From an optimization exercise on the open Yosys and OpenROAD flow, aimed at small area, a short achievable clock period and few clock cycles per item; shortcuts taken in it are not production practice. In this exercise RTL edits were held to simulation tests only and were not proved equivalent to the original. No activity file was given, so power comes from the tool's default toggle rates.

==> flow/design.v <==
`timescale 1ns / 1ps
package rsfv_pkg;
   localparam int NUM_SRC     = 3;
   localparam int VALUE_WIDTH = 64;
   localparam int SEQ_WIDTH   = 64;
   localparam int AGE_WIDTH   = 8;
   localparam int CSR_INDEX_W = 2;
   localparam int CSR_DATA_W  = 8;
   localparam int Q_DEPTH = 2;
   localparam int Q_PTR_W = $clog2(Q_DEPTH);
   localparam int Q_CNT_W = $clog2(Q_DEPTH + 1);
   localparam logic [1:0] FUNC_TICK    = 2'd0;
   localparam logic [1:0] FUNC_COMPARE = 2'd1;
   localparam logic [1:0] FUNC_COMBINE = 2'd2;
   localparam logic [CSR_INDEX_W-1:0] CSR_SOURCE_COUNT = 2'd0;
   localparam logic [CSR_INDEX_W-1:0] CSR_STALE_LIMIT  = 2'd1;
   localparam logic [CSR_INDEX_W-1:0] CSR_DOWNSELECT   = 2'd2;
   localparam logic [SEQ_WIDTH-1:0] SEQ_INVALID = {1'b1, {(SEQ_WIDTH-1){1'b0}}};
   localparam logic [63:0] VAL_EXT_MASK = ~({64{1'b1}} >> (64 - VALUE_WIDTH));
   typedef struct packed {
      logic [1:0]         func;
      logic signed [63:0] fresh_a;
      logic signed [63:0] fresh_b;
      logic signed [63:0] fresh_c;
      logic               use_sequence;
      logic signed [63:0] accepted_seq;
      logic [63:0]        value_a;
      logic [63:0]        value_b;
      logic [63:0]        value_c;
      logic               is_signed;
   } req_type;
   typedef struct packed {
      logic [2:0]  connected_mask;
      logic        any_connected;
      logic [63:0] result_value;
      logic        value_written;
      logic        b_c_agree;
   } rsp_type;
   typedef struct packed {
      logic [1:0]           source_count;
      logic [AGE_WIDTH-1:0] stale_limit;
      logic                 downselect_mode;
   } cfg_type;
   typedef struct packed {
      logic [1:0]             func;
      logic [NUM_SRC-1:0]     live_mask;
      logic                   b_c_equal;
      logic [VALUE_WIDTH-1:0] val_a;
      logic [VALUE_WIDTH-1:0] val_b;
      logic [VALUE_WIDTH-1:0] val_c;
      logic                   is_signed;
   } q_entry_type;
endpackage
`timescale 1ns / 1ps
module rsfv_inv (input logic a, output logic y);
   assign y = ~a;
endmodule
module rsfv_nand2 (input logic a, input logic b, output logic y);
   assign y = ~(a & b);
endmodule
module rsfv_nand3 (input logic a, input logic b, input logic c, output logic y);
   assign y = ~(a & b & c);
endmodule
module rsfv_nand4 (input logic a, input logic b, input logic c, input logic d,
                   output logic y);
   assign y = ~(a & b & c & d);
endmodule
module rsfv_nor2 (input logic a, input logic b, output logic y);
   assign y = ~(a | b);
endmodule
module rsfv_and3 (input logic a, input logic b, input logic c, output logic y);
   assign y = a & b & c;
endmodule
module rsfv_o21a (input logic a1, input logic a2, input logic b1, output logic y);
   assign y = (a1 | a2) & b1;
endmodule
module rsfv_a21o (input logic a1, input logic a2, input logic b1, output logic y);
   assign y = (a1 & a2) | b1;
endmodule
module rsfv_and2 (input logic a, input logic b, output logic y);
   assign y = a & b;
endmodule
module rsfv_xor2 (input logic a, input logic b, output logic y);
   assign y = a ^ b;
endmodule
module rsfv_xnor2 (input logic a, input logic b, output logic y);
   assign y = ~(a ^ b);
endmodule
module rsfv_nor2b (input logic a, input logic b_n, output logic y);
   assign y = ~(a | ~b_n);
endmodule
module rsfv_nand2b (input logic a_n, input logic b, output logic y);
   assign y = ~(~a_n & b);
endmodule
module rsfv_a21oi (input logic a1, input logic a2, input logic b1, output logic y);
   assign y = ~((a1 & a2) | b1);
endmodule
module rsfv_o21ai (input logic a1, input logic a2, input logic b1, output logic y);
   assign y = ~((a1 | a2) & b1);
endmodule
module rsfv_a22oi (input logic a1, input logic a2, input logic b1, input logic b2,
                   output logic y);
   assign y = ~((a1 & a2) | (b1 & b2));
endmodule
module rsfv_a31oi (input logic a1, input logic a2, input logic a3, input logic b1,
                   output logic y);
   assign y = ~((a1 & a2 & a3) | b1);
endmodule
module rsfv_gp2 (
   input  logic [1:0] a,
   input  logic [1:0] b,
   output logic       ng,
   output logic       np
);
   assign ng = ~((~a[1] & b[1]) | ((~a[1] | b[1]) & ~a[0] & b[0]));
   assign np = ~((~a[1] | b[1]) & (~a[0] | b[0]));
endmodule
module rsfv_gp_top (
   input  logic [1:0] a,
   input  logic [1:0] b,
   input  logic       sgn,
   output logic       ng,
   output logic       np
);
   logic g1;
   logic p1;
   assign g1 = sgn ? (a[1] & ~b[1]) : (~a[1] & b[1]);
   assign p1 = sgn ? (a[1] | ~b[1]) : (~a[1] | b[1]);
   assign ng = ~(g1 | (p1 & ~a[0] & b[0]));
   assign np = ~(p1 & (~a[0] | b[0]));
endmodule
module rsfv_less64 (
   input  logic [63:0] a,
   input  logic [63:0] b,
   input  logic        sgn,
   output logic        lt,
   output logic        nlt
);
   logic [31:0] g1, p1;
   logic [15:0] g2, p2;
   logic [7:0]  g3, p3;
   logic [3:0]  g4, p4;
   logic [1:0]  g5, p5;
   for (genvar i = 0; i < 31; i++) begin : gl1
      rsfv_gp2 u_gp (.a(a[2*i+1:2*i]), .b(b[2*i+1:2*i]), .ng(g1[i]), .np(p1[i]));
   end
   rsfv_gp_top u_top (.a(a[63:62]), .b(b[63:62]), .sgn(sgn), .ng(g1[31]), .np(p1[31]));
   for (genvar i = 0; i < 16; i++) begin : gl2
      rsfv_o21ai u_g (.a1(p1[2*i+1]), .a2(g1[2*i]), .b1(g1[2*i+1]), .y(g2[i]));
      if (i > 0) begin : gp
         rsfv_nor2 u_p (.a(p1[2*i+1]), .b(p1[2*i]), .y(p2[i]));
      end
   end
   assign p2[0] = 1'b0;
   for (genvar i = 0; i < 8; i++) begin : gl3
      rsfv_a21oi u_g (.a1(p2[2*i+1]), .a2(g2[2*i]), .b1(g2[2*i+1]), .y(g3[i]));
      if (i > 0) begin : gp
         rsfv_nand2 u_p (.a(p2[2*i+1]), .b(p2[2*i]), .y(p3[i]));
      end
   end
   assign p3[0] = 1'b1;
   for (genvar i = 0; i < 4; i++) begin : gl4
      rsfv_o21ai u_g (.a1(p3[2*i+1]), .a2(g3[2*i]), .b1(g3[2*i+1]), .y(g4[i]));
      if (i > 0) begin : gp
         rsfv_nor2 u_p (.a(p3[2*i+1]), .b(p3[2*i]), .y(p4[i]));
      end
   end
   assign p4[0] = 1'b0;
   for (genvar i = 0; i < 2; i++) begin : gl5
      rsfv_a21oi u_g (.a1(p4[2*i+1]), .a2(g4[2*i]), .b1(g4[2*i+1]), .y(g5[i]));
      if (i > 0) begin : gp
         rsfv_nand2 u_p (.a(p4[2*i+1]), .b(p4[2*i]), .y(p5[i]));
      end
   end
   assign p5[0] = 1'b1;
   rsfv_o21ai u_g6 (.a1(p5[1]), .a2(g5[0]), .b1(g5[1]), .y(lt));
   rsfv_o21a  u_n6 (.a1(p5[1]), .a2(g5[0]), .b1(g5[1]), .y(nlt));
endmodule
module rsfv_ne64 (
   input  logic [63:0] a,
   input  logic [63:0] b,
   output logic        ne,
   output logic [1:0]  eqh
);
   logic [63:0] e0;
   logic [15:0] n1;
   logic [7:0]  e2;
   logic [3:0]  n3;
   logic [1:0]  e4;
   for (genvar i = 0; i < 64; i++) begin : gx
      rsfv_xnor2 u_x (.a(a[i]), .b(b[i]), .y(e0[i]));
   end
   for (genvar i = 0; i < 16; i++) begin : g1
      rsfv_nand4 u_n (.a(e0[4*i]), .b(e0[4*i+1]), .c(e0[4*i+2]), .d(e0[4*i+3]), .y(n1[i]));
   end
   for (genvar i = 0; i < 8; i++) begin : g2
      rsfv_nor2 u_n (.a(n1[2*i]), .b(n1[2*i+1]), .y(e2[i]));
   end
   for (genvar i = 0; i < 4; i++) begin : g3
      rsfv_nand2 u_n (.a(e2[2*i]), .b(e2[2*i+1]), .y(n3[i]));
   end
   for (genvar i = 0; i < 2; i++) begin : g4
      rsfv_nor2 u_n (.a(n3[2*i]), .b(n3[2*i+1]), .y(e4[i]));
   end
   rsfv_nand2 u_top (.a(e4[0]), .b(e4[1]), .y(ne));
   assign eqh = e4;
endmodule
module rsfv_z63 (
   input  logic [62:0] a,
   output logic        z
);
   logic [31:0] z1;
   logic [7:0]  n2;
   logic [3:0]  z3;
   logic [1:0]  n4;
   for (genvar i = 0; i < 31; i++) begin : g1
      rsfv_nor2 u_n (.a(a[2*i]), .b(a[2*i+1]), .y(z1[i]));
   end
   rsfv_inv u_n62 (.a(a[62]), .y(z1[31]));
   for (genvar i = 0; i < 8; i++) begin : g2
      rsfv_nand4 u_n (.a(z1[4*i]), .b(z1[4*i+1]), .c(z1[4*i+2]), .d(z1[4*i+3]), .y(n2[i]));
   end
   for (genvar i = 0; i < 4; i++) begin : g3
      rsfv_nor2 u_n (.a(n2[2*i]), .b(n2[2*i+1]), .y(z3[i]));
   end
   for (genvar i = 0; i < 2; i++) begin : g4
      rsfv_nand2 u_n (.a(z3[2*i]), .b(z3[2*i+1]), .y(n4[i]));
   end
   rsfv_nor2 u_top (.a(n4[0]), .b(n4[1]), .y(z));
endmodule
`timescale 1ns / 1ps
module rsfv_top (
   input  logic        clock,
   input  logic        reset,
   input  logic        csr_we,
   input  logic [1:0]  csr_index,
   input  logic [7:0]  csr_wdata,
   input  logic        req_valid,
   output logic        req_stall,
   input  logic [1:0]  req_func,
   input  logic [63:0] req_fresh_a,
   input  logic [63:0] req_fresh_b,
   input  logic [63:0] req_fresh_c,
   input  logic        req_use_sequence,
   input  logic [63:0] req_accepted_seq,
   input  logic [63:0] req_value_a,
   input  logic [63:0] req_value_b,
   input  logic [63:0] req_value_c,
   input  logic        req_is_signed,
   output logic        rsp_valid,
   input  logic        rsp_stall,
   output logic [2:0]  rsp_connected_mask,
   output logic        rsp_any_connected,
   output logic [63:0] rsp_result_value,
   output logic        rsp_value_written,
   output logic        rsp_b_c_agree
);
   logic [1:0]  src_cnt_ff;
   logic [7:0]  stale_ff;
   logic        ds_ff;
   logic [63:0] last_ff [0:2];
   logic [2:0]  seen_ff;
   logic [7:0]  age_ff  [0:2];
   logic [2:0]  mask_ff;
   logic        bc_ff;
   logic        ov_ff;
   logic [2:0]  o_mask_ff;
   logic        o_any_ff;
   logic        o_bc_ff;
   logic        o_wr_ff;
   logic [63:0] o_val_ff;
   logic        load;
   logic        accept;
   logic        is_tick;
   logic        is_cmp;
   logic        is_comb;
   rsfv_and2  u_stall (.a(ov_ff), .b(rsp_stall), .y(req_stall));
   rsfv_nand2 u_load  (.a(ov_ff), .b(rsp_stall), .y(load));
   assign accept  = req_valid & load;
   assign is_tick = req_func == 2'd0;
   assign is_cmp  = req_func == 2'd1;
   assign is_comb = req_func == 2'd2;
   logic [63:0] fresh [0:2];
   logic [2:0]  ne_seq;
   logic [1:0]  eq_seq [0:2];
   logic [2:0]  ne_last;
   logic [1:0]  eq_last_unused [0:2];
   logic [2:0]  zero;
   logic [2:0]  in_range;
   logic [2:0]  valid_f;
   logic [2:0]  t_seq;
   logic [2:0]  t_last;
   logic [2:0]  t_new;
   logic [2:0]  e_take;
   logic [2:0]  n_seq;
   logic [2:0]  n_upd_seq;
   logic [2:0]  n_upd_last;
   logic [2:0]  updated;
   logic [2:0]  n_updated;
   logic [2:0]  n_upd_age;
   logic [3:0]  take [0:2];
   logic [2:0]  age_inc;
   logic [2:0]  live_upd;
   logic [2:0]  live_keep;
   logic [2:0]  r_upd;
   logic [2:0]  r_keep;
   logic [2:0]  n_r1;
   logic [2:0]  n_r0;
   logic [2:0]  rsp_mask;
   logic [2:0]  n_rsp_mask;
   logic        rsp_any;
   logic [2:0]  s_upd;
   logic [2:0]  s_keep;
   logic [2:0]  n_s1;
   logic [2:0]  n_s0;
   logic [7:0]  age_k   [0:2];
   logic [7:0]  age_p   [0:2];
   logic [7:0]  age_q   [0:2];
   logic [7:0]  age_d   [0:2];
   logic        seen_p;
   logic [2:0]  seen_q;
   logic [2:0]  seen_d;
   logic [2:0]  mask_pu;
   logic [2:0]  mask_pk;
   logic [2:0]  mask_d;
   logic        e_tick;
   logic        bc_in;
   logic        ne_bc;
   logic [1:0]  eq_bc_unused;
   assign fresh[0] = req_fresh_a;
   assign fresh[1] = req_fresh_b;
   assign fresh[2] = req_fresh_c;
   rsfv_ne64 u_bc (.a(req_value_b), .b(req_value_c), .ne(ne_bc), .eqh(eq_bc_unused));
   always_comb begin
      for (int i = 0; i < 3; i++) begin
         in_range[i] = 2'(i) < src_cnt_ff;
         valid_f[i]  = in_range[i] & ~zero[i];
         t_seq[i]    = valid_f[i] & req_use_sequence;
         t_last[i]   = valid_f[i] & ~req_use_sequence;
         t_new[i]    = valid_f[i] & ~req_use_sequence & ~seen_ff[i];
         e_take[i]   = accept & is_tick & valid_f[i];
         age_inc[i]  = age_ff[i] < stale_ff;
         live_upd[i]  = in_range[i] && stale_ff != 8'd0;
         live_keep[i] = in_range[i] && (age_inc[i] ? (age_ff[i] + 8'd1) < stale_ff : 1'b0);
         r_upd[i]     = is_tick ? live_upd[i] : mask_ff[i];
         r_keep[i]    = is_tick ? live_keep[i] : mask_ff[i];
      end
      e_tick = accept & is_tick;
      seen_p = ~reset & e_tick;
      for (int i = 0; i < 3; i++) begin
         age_k[i]   = (in_range[i] && age_inc[i]) ? age_ff[i] + 8'd1 : age_ff[i];
         age_p[i]   = {8{~reset & e_tick}} & age_k[i];
         age_q[i]   = reset ? 8'd1 : {8{~e_tick}} & age_ff[i];
         seen_q[i]  = ~reset & seen_ff[i];
         mask_pu[i] = ~reset & (e_tick ? live_upd[i] : mask_ff[i]);
         mask_pk[i] = ~reset & (e_tick ? live_keep[i] : mask_ff[i]);
      end
      bc_in = is_tick ? 1'b1 :
              is_cmp  ? bc_ff & ~ne_bc : bc_ff;
   end
   for (genvar i = 0; i < 3; i++) begin : g_src
      rsfv_ne64 u_seq  (.a(fresh[i]), .b(req_accepted_seq), .ne(ne_seq[i]), .eqh(eq_seq[i]));
      rsfv_ne64 u_last (.a(fresh[i]), .b(last_ff[i]), .ne(ne_last[i]), .eqh(eq_last_unused[i]));
      rsfv_z63  u_zero (.a(fresh[i][62:0]), .z(zero[i]));
      rsfv_nand3 u_us (.a(t_seq[i]), .b(eq_seq[i][0]), .c(eq_seq[i][1]), .y(n_upd_seq[i]));
      rsfv_nand2 u_ul (.a(t_last[i]), .b(ne_last[i]), .y(n_upd_last[i]));
      rsfv_nand3 u_up (.a(n_upd_seq[i]), .b(n_upd_last[i]), .c(~t_new[i]), .y(updated[i]));
      rsfv_and3  u_nu (.a(n_upd_seq[i]), .b(n_upd_last[i]), .c(~t_new[i]), .y(n_updated[i]));
      rsfv_and3  u_na (.a(n_upd_seq[i]), .b(n_upd_last[i]), .c(~t_new[i]), .y(n_upd_age[i]));
      rsfv_nand2 u_ns (.a(req_use_sequence), .b(ne_seq[i]), .y(n_seq[i]));
      for (genvar q = 0; q < 4; q++) begin : g_tk
         rsfv_and2 u_tk (.a(e_take[i]), .b(n_seq[i]), .y(take[i][q]));
      end
      rsfv_nand2 u_r1 (.a(updated[i]), .b(r_upd[i]), .y(n_r1[i]));
      rsfv_nand2 u_r0 (.a(n_updated[i]), .b(r_keep[i]), .y(n_r0[i]));
      rsfv_nand2 u_r  (.a(n_r1[i]), .b(n_r0[i]), .y(rsp_mask[i]));
      rsfv_and2  u_nr (.a(n_r1[i]), .b(n_r0[i]), .y(n_rsp_mask[i]));
      for (genvar b = 0; b < 8; b++) begin : g_age
         rsfv_a21o u_d (.a1(n_upd_age[i]), .a2(age_p[i][b]), .b1(age_q[i][b]), .y(age_d[i][b]));
      end
      rsfv_a21o  u_seen (.a1(updated[i]), .a2(seen_p), .b1(seen_q[i]), .y(seen_d[i]));
      rsfv_nand2 u_s1 (.a(updated[i]), .b(mask_pu[i]), .y(n_s1[i]));
      rsfv_nand2 u_s0 (.a(n_updated[i]), .b(mask_pk[i]), .y(n_s0[i]));
      rsfv_nand2 u_s  (.a(n_s1[i]), .b(n_s0[i]), .y(mask_d[i]));
   end
   always_ff @(posedge clock) begin
      if (reset) begin
         src_cnt_ff <= 2'd3;
         stale_ff   <= 8'd1;
         ds_ff      <= 1'b0;
         bc_ff      <= 1'b1;
      end else begin
         if (csr_we) begin
            case (csr_index)
               2'd0: src_cnt_ff <= csr_wdata[1:0];
               2'd1: stale_ff   <= csr_wdata;
               2'd2: ds_ff      <= csr_wdata[0];
               default: begin
               end
            endcase
         end
         if (accept)
            bc_ff <= bc_in;
      end
   end
   always_ff @(posedge clock) begin
      mask_ff <= mask_d;
      seen_ff <= seen_d;
      for (int i = 0; i < 3; i++)
         age_ff[i] <= age_d[i];
   end
   always_ff @(posedge clock) begin
      for (int i = 0; i < 3; i++)
         for (int q = 0; q < 4; q++)
            if (take[i][q])
               last_ff[i][16*q +: 16] <= fresh[i][16*q +: 16];
   end
   logic l_ab;
   logic l_bc;
   logic l_ac;
   logic nl_ab;
   logic nl_bc;
   logic nl_ac;
   rsfv_less64 u_ab  (.a(req_value_a), .b(req_value_b), .sgn(req_is_signed), .lt(l_ab), .nlt(nl_ab));
   rsfv_less64 u_bcl (.a(req_value_b), .b(req_value_c), .sgn(req_is_signed), .lt(l_bc), .nlt(nl_bc));
   rsfv_less64 u_ac  (.a(req_value_a), .b(req_value_c), .sgn(req_is_signed), .lt(l_ac), .nlt(nl_ac));
   logic wr_in;
   logic hold;
   logic k_a;
   logic k_b;
   logic k_c;
   logic m_ab;
   logic m_ac;
   logic m_bc;
   logic m3;
   logic load_c;
   logic k_a_w, k_b_w, k_c_w, m_ab_w, m_ac_w, m_bc_w, m3_w;
   always_comb begin
      wr_in  = is_comb && mask_ff != 3'b000;
      k_a_w  = wr_in && (mask_ff == 3'b001 ||
                         (ds_ff && (mask_ff == 3'b011 || mask_ff == 3'b101)) ||
                         (ds_ff && mask_ff == 3'b111 && !bc_ff));
      k_b_w  = wr_in && (mask_ff == 3'b010 || (ds_ff && mask_ff == 3'b110) ||
                         (ds_ff && mask_ff == 3'b111 && bc_ff));
      k_c_w  = wr_in && mask_ff == 3'b100;
      m_ab_w = wr_in && !ds_ff && mask_ff == 3'b011;
      m_ac_w = wr_in && !ds_ff && mask_ff == 3'b101;
      m_bc_w = wr_in && !ds_ff && mask_ff == 3'b110;
      m3_w   = wr_in && !ds_ff && mask_ff == 3'b111;
   end
   rsfv_nand2 u_load_c (.a(ov_ff), .b(rsp_stall), .y(load_c));
   rsfv_and2  u_hold   (.a(ov_ff), .b(rsp_stall), .y(hold));
   rsfv_and2  u_ka  (.a(load_c), .b(k_a_w),  .y(k_a));
   rsfv_and2  u_kb  (.a(load_c), .b(k_b_w),  .y(k_b));
   rsfv_and2  u_kc  (.a(load_c), .b(k_c_w),  .y(k_c));
   rsfv_and2  u_mab (.a(load_c), .b(m_ab_w), .y(m_ab));
   rsfv_and2  u_mac (.a(load_c), .b(m_ac_w), .y(m_ac));
   rsfv_and2  u_mbc (.a(load_c), .b(m_bc_w), .y(m_bc));
   rsfv_and2  u_m3  (.a(load_c), .b(m3_w),   .y(m3));
   logic [3:0] ta;
   logic [3:0] tb;
   logic [3:0] tc;
   logic [7:0] sel_a;
   logic [7:0] sel_b;
   logic [7:0] sel_c;
   rsfv_a21oi u_ta0 (.a1(m_ab), .a2(nl_ab), .b1(k_a), .y(ta[0]));
   rsfv_nand2 u_ta1 (.a(m_ac), .b(nl_ac), .y(ta[1]));
   rsfv_nand4 u_ta2 (.a(m3), .b(nl_ab), .c(l_bc), .d(l_ac), .y(ta[2]));
   rsfv_nand4 u_ta3 (.a(m3), .b(l_ab), .c(nl_bc), .d(nl_ac), .y(ta[3]));
   for (genvar q = 0; q < 8; q++) begin : g_sa
      rsfv_nand4 u_s (.a(ta[0]), .b(ta[1]), .c(ta[2]), .d(ta[3]), .y(sel_a[q]));
   end
   rsfv_a21oi u_tb0 (.a1(m_ab), .a2(l_ab), .b1(k_b), .y(tb[0]));
   rsfv_nand2 u_tb1 (.a(m_bc), .b(nl_bc), .y(tb[1]));
   rsfv_nand3 u_tb2 (.a(m3), .b(l_ab), .c(l_bc), .y(tb[2]));
   rsfv_nand3 u_tb3 (.a(m3), .b(nl_ab), .c(nl_bc), .y(tb[3]));
   for (genvar q = 0; q < 8; q++) begin : g_sb
      rsfv_nand4 u_s (.a(tb[0]), .b(tb[1]), .c(tb[2]), .d(tb[3]), .y(sel_b[q]));
   end
   rsfv_a21oi u_tc0 (.a1(m_ac), .a2(l_ac), .b1(k_c), .y(tc[0]));
   rsfv_nand2 u_tc1 (.a(m_bc), .b(l_bc), .y(tc[1]));
   rsfv_nand4 u_tc2 (.a(m3), .b(nl_ab), .c(l_bc), .d(nl_ac), .y(tc[2]));
   rsfv_nand4 u_tc3 (.a(m3), .b(l_ab), .c(nl_bc), .d(l_ac), .y(tc[3]));
   for (genvar q = 0; q < 8; q++) begin : g_sc
      rsfv_nand4 u_s (.a(tc[0]), .b(tc[1]), .c(tc[2]), .d(tc[3]), .y(sel_c[q]));
   end
   logic [63:0] na;
   logic [63:0] nb;
   logic [63:0] nc;
   logic [63:0] nq;
   logic [63:0] val_d;
   for (genvar i = 0; i < 64; i++) begin : g_val
      rsfv_nand2 u_a (.a(sel_a[i/8]), .b(req_value_a[i]), .y(na[i]));
      rsfv_nand2 u_b (.a(sel_b[i/8]), .b(req_value_b[i]), .y(nb[i]));
      rsfv_nand2 u_c (.a(sel_c[i/8]), .b(req_value_c[i]), .y(nc[i]));
      rsfv_nand2 u_q (.a(hold), .b(o_val_ff[i]), .y(nq[i]));
      rsfv_nand4 u_o (.a(na[i]), .b(nb[i]), .c(nc[i]), .d(nq[i]), .y(val_d[i]));
   end
   rsfv_nand3 u_any (.a(n_rsp_mask[0]), .b(n_rsp_mask[1]), .c(n_rsp_mask[2]), .y(rsp_any));
   always_ff @(posedge clock) begin
      if (reset)
         ov_ff <= 1'b0;
      else if (load)
         ov_ff <= req_valid;
   end
   always_ff @(posedge clock) begin
      if (load) begin
         o_mask_ff <= rsp_mask;
         o_any_ff  <= rsp_any;
         o_bc_ff   <= bc_in;
         o_wr_ff   <= wr_in;
      end
   end
   always_ff @(posedge clock)
      o_val_ff <= val_d;
   assign rsp_valid          = ov_ff;
   assign rsp_connected_mask = o_mask_ff;
   assign rsp_any_connected  = o_any_ff;
   assign rsp_b_c_agree      = o_bc_ff;
   assign rsp_value_written  = o_wr_ff;
   assign rsp_result_value   = o_val_ff;
endmodule
==> flow/flow/run.sh <==
#!/bin/bash
export BUFFER_PORTS_ARGS="-buffer_cell sky130_fd_sc_hd__buf_2"
bash standard.sh cts > standard_cts.log 2>&1 || exit 1
bash standard.sh SETUP_SLACK_MARGIN=0 > standard.log 2>&1
==> flow/standard.sh <==
#!/bin/bash
# synth_recipe.tcl (not shown) runs the flow's synth.tcl, then flattens the netlist and writes it again
# the make line also repeats each setting of config.mk as NAME=value (left out here)
make -C /OpenROAD-flow-scripts/flow DESIGN_CONFIG=/design/flow/config.mk WORK_HOME=/design/flow/orfs CLKGATE_MAP_FILE= SYNTH_SCRIPT=/design/flow/synth_recipe.tcl "${@:-finish}"
==> flow/config.mk <==
export PLATFORM = sky130hd
export DESIGN_NAME = rsfv_top
export DESIGN_NICKNAME = rsfv_top
export VERILOG_FILES = /design/flow/design.v
export SDC_FILE = /design/flow/constraint.sdc
export NUM_CORES = 4
export LEC_CHECK = 0
export CAP_MARGIN = 20
export CORE_MARGIN = 2
export CORE_UTILIZATION = 60
export CTS_BUF_LIST = sky130_fd_sc_hd__clkbuf_4 sky130_fd_sc_hd__clkbuf_8
export SETUP_SLACK_MARGIN = 3.5
export SLEW_MARGIN = 20
export SYNTH_HIERARCHICAL = 1
export SYNTH_MINIMUM_KEEP_SIZE = 0
export TNS_END_PERCENT = 5
==> flow/constraint.sdc <==
create_clock -name core_clock -period 6.0 [get_ports {clock}]
set_input_delay 1.2000 -clock core_clock [delete_from_list [all_inputs] [get_ports {clock}]]
set_output_delay 1.2000 -clock core_clock [all_outputs]
set_load 0.01 [all_outputs]
==> results of run 1 <==
==> worst min-delay path, cell delays in order (launching register included) <==
cell and delay, ns:
dfxtp_1 0.32, nand2_1 0.05, nand4_1 0.07
==> power by group through the flow <==
stage,Combinational [mW],Sequential (mW),Clock [mW]
after detailed placement,1.15,2.36,0
final,1.20,2.32,1.85
after global placement,1.11,2.36,0
after CTS,1.18,2.32,1.87
after global routing,1.30,2.32,1.96
after floorplan,0.650,2.37,0
==> state kept, by name (all words and copies together), names as in the netlist, 2 cells and up <==
| register | count |
|---|---|
| last_ff | 192 |
| o_val_ff | 64 |
| age_ff | 24 |
| stale_ff | 8 |
| mask_ff | 3 |
| o_mask_ff | 3 |
| seen_ff | 3 |
| src_cnt_ff | 2 |
==> final cells by class <==
class                      instances  area [um^2]  area share
timing repair buffer             578         3030       0.111
sequential                       305         8090       0.296
tap                              468          586      0.0214
multi-input combinational       2054        13800       0.504
clock buffer                      75          901      0.0329
inverter                         208          785      0.0287
clock inverter                    18         81.3     0.00297
antenna                           38         95.1     0.00348
==> routing by layer <==
metal  global-route usage  part of all wire
met1                0.445              0.39
met5                    0            0.0017
met4                0.207             0.058
met3               0.0930             0.093
met2                0.606              0.46
==> how the worst max path moves through the flow <==
stage                     from            to  slack, ns
2_1_floorplan   req_value_b[0]  o_val_ff[11]       2.97
3_3_place_gp    req_value_a[0]  o_val_ff[32]       2.22
3_5_place_dp    req_value_b[0]  o_val_ff[54]       2.17
4_1_cts              rsp_stall     req_stall       3.26
5_1_grt        req_value_a[63]  o_val_ff[11]       2.93
6_report       req_value_b[52]  o_val_ff[40]       3.14
==> metrics by stage <==
| step | worst slack (ns) | hold WS [ns] |
|---|---|---|
| finish | 3.14 | 0.470 |
| floorplan | 2.97 | 0.463 |
| detailed placement | 2.17 | 0.461 |
| global route | 2.93 | 0.502 |
| CTS | 3.26 | 0.474 |
| global placement | 2.22 | 0.454 |
==> timing repair <==
item,CTS,global route
setup buffers,38,0
resized for setup,56,0
setup endpoints to repair,292,0
==> layout by cell type, fill, tap and decap left out, drive strengths merged, types with 3 or more instances in the layout <==
| cell | count |
|---|---|
| a2111oi | 4 |
| a211o | 7 |
| a211oi | 3 |
| a21o | 32 |
| a21oi | 57 |
| a22o | 90 |
| a22oi | 3 |
| a31o | 10 |
| and2 | 45 |
| and3 | 16 |
| buf | 578 |
| clkbuf | 75 |
| clkinv | 17 |
| dfxtp | 107 |
| diode | 38 |
| edfxtp | 198 |
| ha | 45 |
| inv | 208 |
| maj3 | 93 |
| mux2i | 11 |
| nand2 | 384 |
| nand2b | 108 |
| nand3 | 15 |
| nand4 | 232 |
| nor2 | 279 |
| nor2b | 8 |
| nor3 | 10 |
| o211ai | 4 |
| o21a | 9 |
| o21ai | 78 |
| o22ai | 3 |
| o31ai | 7 |
| o41ai | 4 |
| or2 | 5 |
| or3 | 6 |
| xnor2 | 455 |
| xor2 | 14 |
==> results.py, run 1 <==
metrics = {
    "outcome": {
        "status": "timing/DRC/antenna clean",
    },
    "logic_synthesis": {
        "synth_fp_nets": 3094,
        "syn-instance-count": 2582,
        "yosysWarnings": 23,
        "avgSynthCellArea_um2": 8.73,
        "synth_area_um2": 22500,
    },
    "timing": {
        "fmax_mhz": 350,
        "finalCriticalPeriod_ns": 2.86,
        "hold_viol": 0,
        "post-route-period-util": 0.476,
        "tns_ns": 0,
        "skew_ns": 0.0275,
        "slew_headroom": 0.327,
        "worst_pin_slew_ns": 1.01,
        "finalSetupViolations": 0,
        "drv_slew": 0,
        "rsz0062_at_grt": "no",
    },
    "floorplan": {
        "die_area_um2": 39100,
        "ioPinCount": 539,
        "die_height_um": 198,
        "die_w_um": 198,
        "rows": 70,
        "initial_core_util": 0.613,
        "coreArea_um2": 36800,
    },
    "setup_path": {
        "worst-path-stages": 14,
        "timing.rr.start": "age_ff[0][0]",
        "crit_required_ns": 6.52,
        "crit_top_cell": "nand4_1",
        "startpoint_type": "input port",
        "cp_cell_sequence": "buf_2 > nand2b_1 > maj3_2 > o21ai_1 > a21oi_2 > o21ai_1 > a21oi_2 > o21a_1 > nand4_1 > buf_6 > nand4_1 > buf_4 > nand2_1 > nand4_1",
        "reg2reg_to": "o_any_ff",
        "worstPathArrival_ns": 3.37,
        "critPathTopFamily": "compound AO/OA/AOI/OAI gates",
        "crit_path_end_kind": "flip-flop",
        "reg2regPathDepth": 12,
        "crit_type": "in2reg",
        "slowest_stage": "maj3_2",
        "critPathMaxFanout": 8,
        "rrSetupSlack_ns": 3.22,
        "slowest_delay_ns": 0.33,
        "critPathBufInv": 3,
    },
    "final_layout": {
        "final_cells": 3744,
        "final_util": 0.743,
        "fin_area_um2": 27300,
        "drive_gt1_frac": 0.293,
        "filler_cell_count": 2886,
        "fin_nets": 3712,
        "areaGrowthSynthToFinish_pct": 21.3,
    },
    "grt": {
        "globalRouteTotalUtil": 0.370,
        "antenna_found_initial": 44,
        "overflow": 0,
        "grt_start_max_net_pins": 34,
        "grt_pass1_wl_mm": 113,
        "grt_pass1_vias": 21257,
    },
    "placed_design": {
        "hpwl_mm": 58.5,
        "placed_area_um2": 25800,
        "gp_congestion": 0.981,
        "numPortBuffers": 538,
        "dp_cells": 3573,
    },
    "hold_path": {
        "hold_path_depth": 2,
        "min_to": "o_val_ff[27]",
        "hp-start": "o_val_ff[27]",
        "hold_class": "reg2reg",
    },
    "drt": {
        "vias_per_cell": 5.84,
        "firstDrtPassIters": 5,
        "first_iter_violations": 1396,
        "vias": 21849,
        "ant_nets": 0,
        "drc": 0,
        "wl_per_cell_um": 19.9,
        "drt-total-wl_mm": 74.6,
    },
    "power": {
        "ir_drop_mv": 0.221,
        "combPwrFrac": 0.224,
        "switching_share": 0.295,
        "internal-power_mw": 3.79,
        "totalPowerFinal_mw": 5.37,
        "power_frac_clock": 0.344,
        "seq_power_share": 0.432,
        "p_switching_mw": 1.58,
        "power_density_nw_per_um2": 196,
        "power.leakage_nw": 11.4,
    },
    "clocking": {
        "cts.sinks": 305,
        "holdBufCountCts": 0,
        "cts_buffers": 53,
        "path_clk_slew_ns": 0.06,
        "clk-insertion-delay-late_ns": 0.64,
        "cts_root_buf": "clkbuf_8",
        "ctsHtreeMaxLevel": 2,
        "cts_tree": "done",
        "cts_buffer_depth": 3,
    },
    "flow_run": {
        "maxCapViolations": 0,
    },
}
Testbench counts, summed over its fixed seeds: cycles 8,208, items 8,192.
==> inputs of run 2 (changes only) <==
==> flow/flow/run.sh (replaced) <==
#!/bin/bash
export BUFFER_PORTS_ARGS="-buffer_cell sky130_fd_sc_hd__buf_1"
bash standard.sh cts > standard_cts.log 2>&1 || exit 1
bash standard.sh SETUP_SLACK_MARGIN=0 > standard.log 2>&1
==> results.py, run 2 <==
metrics = {
    "final_layout": {
        "final_common_cell": "buf_1",
        "reg_top3": "last_ff x192, o_val_ff x64, age_ff x24",
        "drive_gt1_frac": 0.149,
        "areaGrowthSynthToFinish_pct": 19.5,
        "largest_register_ffs": 192,
        "fin_nets": 3711,
        "layout_common_cells": "buf_1, xnor2_1, nand2_1",
        "regMostFlops": "last_ff",
    },
    "setup_path": {
        "startpoint_type": "input port",
        "slowest_delay_ns": 0.28,
        "worstPathArrival_ns": 3.45,
        "crit_required_ns": 6.57,
        "critPathMaxFanout": 8,
        "cp_cell_sequence": "buf_1 > nand2b_1 > maj3_2 > o21ai_1 > a21oi_2 > o21ai_1 > a21oi_2 > o21a_1 > nand4_1 > buf_4 > nand4_1 > buf_4 > nand2_1 > nand4_1",
        "critPathBufInv": 3,
        "crit_path_end_kind": "flip-flop",
        "slowest_stage": "buf_1",
        "critPathTopFamily": "compound AO/OA/AOI/OAI gates",
        "crit_type": "in2reg",
        "crit_top_cell": "nand4_1",
    },
    "floorplan": {
        "ioPinCount": 539,
        "coreArea_um2": 36800,
        "die_w_um": 198,
        "rows": 70,
        "die_height_um": 198,
        "die_area_um2": 39100,
        "initial_core_util": 0.613,
    },
    "drt": {
        "first_iter_violations": 1455,
        "ant_nets": 0,
        "wl_per_cell_um": 19.7,
        "drc": 0,
        "drt-total-wl_mm": 73.6,
        "vias_per_cell": 5.81,
        "firstDrtPassIters": 6,
        "vias": 21732,
    },
    "logic_synthesis": {
        "synth_fp_nets": 3094,
        "avgSynthCellArea_um2": 8.73,
        "yosysWarnings": 23,
        "synth_area_um2": 22500,
        "syn-instance-count": 2582,
    },
    "power": {
        "ir_drop_mv": 0.195,
        "totalPowerFinal_mw": 5.59,
        "internal-power_mw": 3.99,
        "switching_share": 0.286,
        "power_frac_clock": 0.378,
        "seq_power_share": 0.416,
        "combPwrFrac": 0.207,
        "power_density_nw_per_um2": 207,
        "power.leakage_nw": 10.0,
        "p_switching_mw": 1.60,
    },
    "timing": {
        "whs_ns": 0.474,
        "post-route-period-util": 0.481,
        "finalSetupViolations": 0,
        "tns_ns": 0,
        "slew_headroom": 0.318,
        "fmax_mhz": 346,
        "finalCriticalPeriod_ns": 2.89,
        "skew_ns": 0.0304,
        "worst_pin_slew_ns": 1.02,
        "hold_viol": 0,
        "drv_slew": 0,
        "rsz0062_at_grt": "no",
        "final.setup.worst_slack_ns": 3.11,
    },
    "grt": {
        "antenna_found_initial": 36,
        "grt_pass1_wl_mm": 112,
        "overflow": 0,
        "grt_start_max_net_pins": 54,
        "grt_pass1_vias": 20922,
        "globalRouteTotalUtil": 0.366,
    },
    "hold_path": {
        "hold_class": "reg2reg",
    },
    "clocking": {
        "cts_buffer_depth": 3,
        "cts_tree": "done",
        "holdBufCountCts": 0,
        "cts_root_buf": "clkbuf_8",
        "cts.sinks": 305,
        "ctsHtreeMaxLevel": 2,
        "clk-insertion-delay-late_ns": 0.66,
        "path_clk_slew_ns": 0.06,
        "cts_buffers": 54,
    },
    "flow_run": {
        "maxCapViolations": 0,
    },
    "outcome": {
        "status": "timing/DRC/antenna clean",
    },
    "placed_design": {
        "place_ws_ns": 2.07,
        "numPortBuffers": 538,
        "gp_congestion": 0.997,
        "hpwl_mm": 57.8,
    },
}
-- run 2: final timing paths --
path / startpoint / to / slack [ns] / cells past startpoint
setup / recovery: req_value_b[26] / o_val_ff[38] / 3.11 / 14
hold / removal: o_val_ff[16] / o_val_ff[16] / 0.47 / 2
setup reg to reg: age_ff[2][0] / o_any_ff / 3.22 / 11
hold reg to reg: o_val_ff[16] / o_val_ff[16] / 0.47 / 2
-- run 2: per-layer routing --
layer	routed length (um)	up-vias	track usage
li1	-	10241	-
met5	124	-	0
met2	33800	973	0.601
met1	28600	10251	0.438
met3	6670	249	0.0875
met4	4450	18	0.218
-- run 2: final cells by class --
| cell class | count | area (um^2) |
|---|---|---|
| inverters | 208 | 785 |
| repair buffers | 577 | 2410 |
| clock inverters | 8 | 97.6 |
| fillers | 2928 | 9850 |
| flip-flops and latches | 305 | 8090 |
| well taps | 468 | 586 |
| clock buffers | 89 | 1070 |
| multi-input cells | 2053 | 13800 |
| diodes | 32 | 80.1 |
-- run 2: through the flow --
step / util / std cells / instance area (um^2)
2_1_floorplan: - / 2582 / 22600
3_3_place_gp: 0.684 / 3575 / 25200
3_5_place_dp: 0.684 / 3575 / 25200
4_1_cts: 0.730 / 3708 / 26900
5_1_grt: 0.732 / 3732 / 26900
6_report: 0.732 / 3740 / 26900
-- run 2: power by group through the flow --
| stage | Clock, mW | Combinational, mW | Sequential (mW) |
|---|---|---|---|
| 5_1_grt | 2.23 | 1.25 | 2.33 |
| 4_1_cts | 2.14 | 1.14 | 2.32 |
| 2_1_floorplan | 0 | 0.650 | 2.37 |
| 3_5_place_dp | 0 | 1.10 | 2.36 |
| 6_report | 2.11 | 1.15 | 2.32 |
| 3_3_place_gp | 0 | 1.06 | 2.36 |
-- run 2: worst reg2reg max path, cell delays in order (launching register included) --
cell and delay, ns:
dfxtp_1 0.44, ha_1 0.26, nand3_1 0.22, nor2_1 0.19, xor2_1 0.18, ha_1 0.26
nor2b_1 0.13, o31a_1 0.30, o41ai_1 0.29, nand2_1 0.14, and2_1 0.17, nand3_1 0.08
-- run 2: repair_timing --
item	CTS	global route
setup buffers	36	0
setup endpoints to repair	293	0
gates resized for setup	117	0

[port drivers added, routing unchanged]
How much do the figures lean on ideal ports? The routed layouts below were timed once more, with nothing changed but the port constraints.
Step 1 (the two cells are an assumption about what drives the block):
set clk [get_ports {clock}]
set_driving_cell -lib_cell sky130_fd_sc_hd__clkbuf_16 $clk
set_driving_cell -lib_cell sky130_fd_sc_hd__buf_2 [delete_from_list [all_inputs] $clk]
Step 2 also shifts input and output timing later by t, the mid clock arrival at the registers, as if the neighbouring blocks saw the same clock.
Slacks: ideal / step 1 / step 2; pairs: ideal / step 1.
run | shift t [ns] | setup slack, ns | slew at the worst register clock pin (ns)
run 1 | 0.677 | 3.144 / 3.090 / 2.412 | 0.07 / 0.07
run 2 | 0.695 | 3.111 / 3.077 / 2.382 | 0.07 / 0.07
After both steps every run listed still meets setup and hold. The setup slack of run 1, which loses most, moves by -0.054 ns with the drivers and by -0.732 ns with both steps.
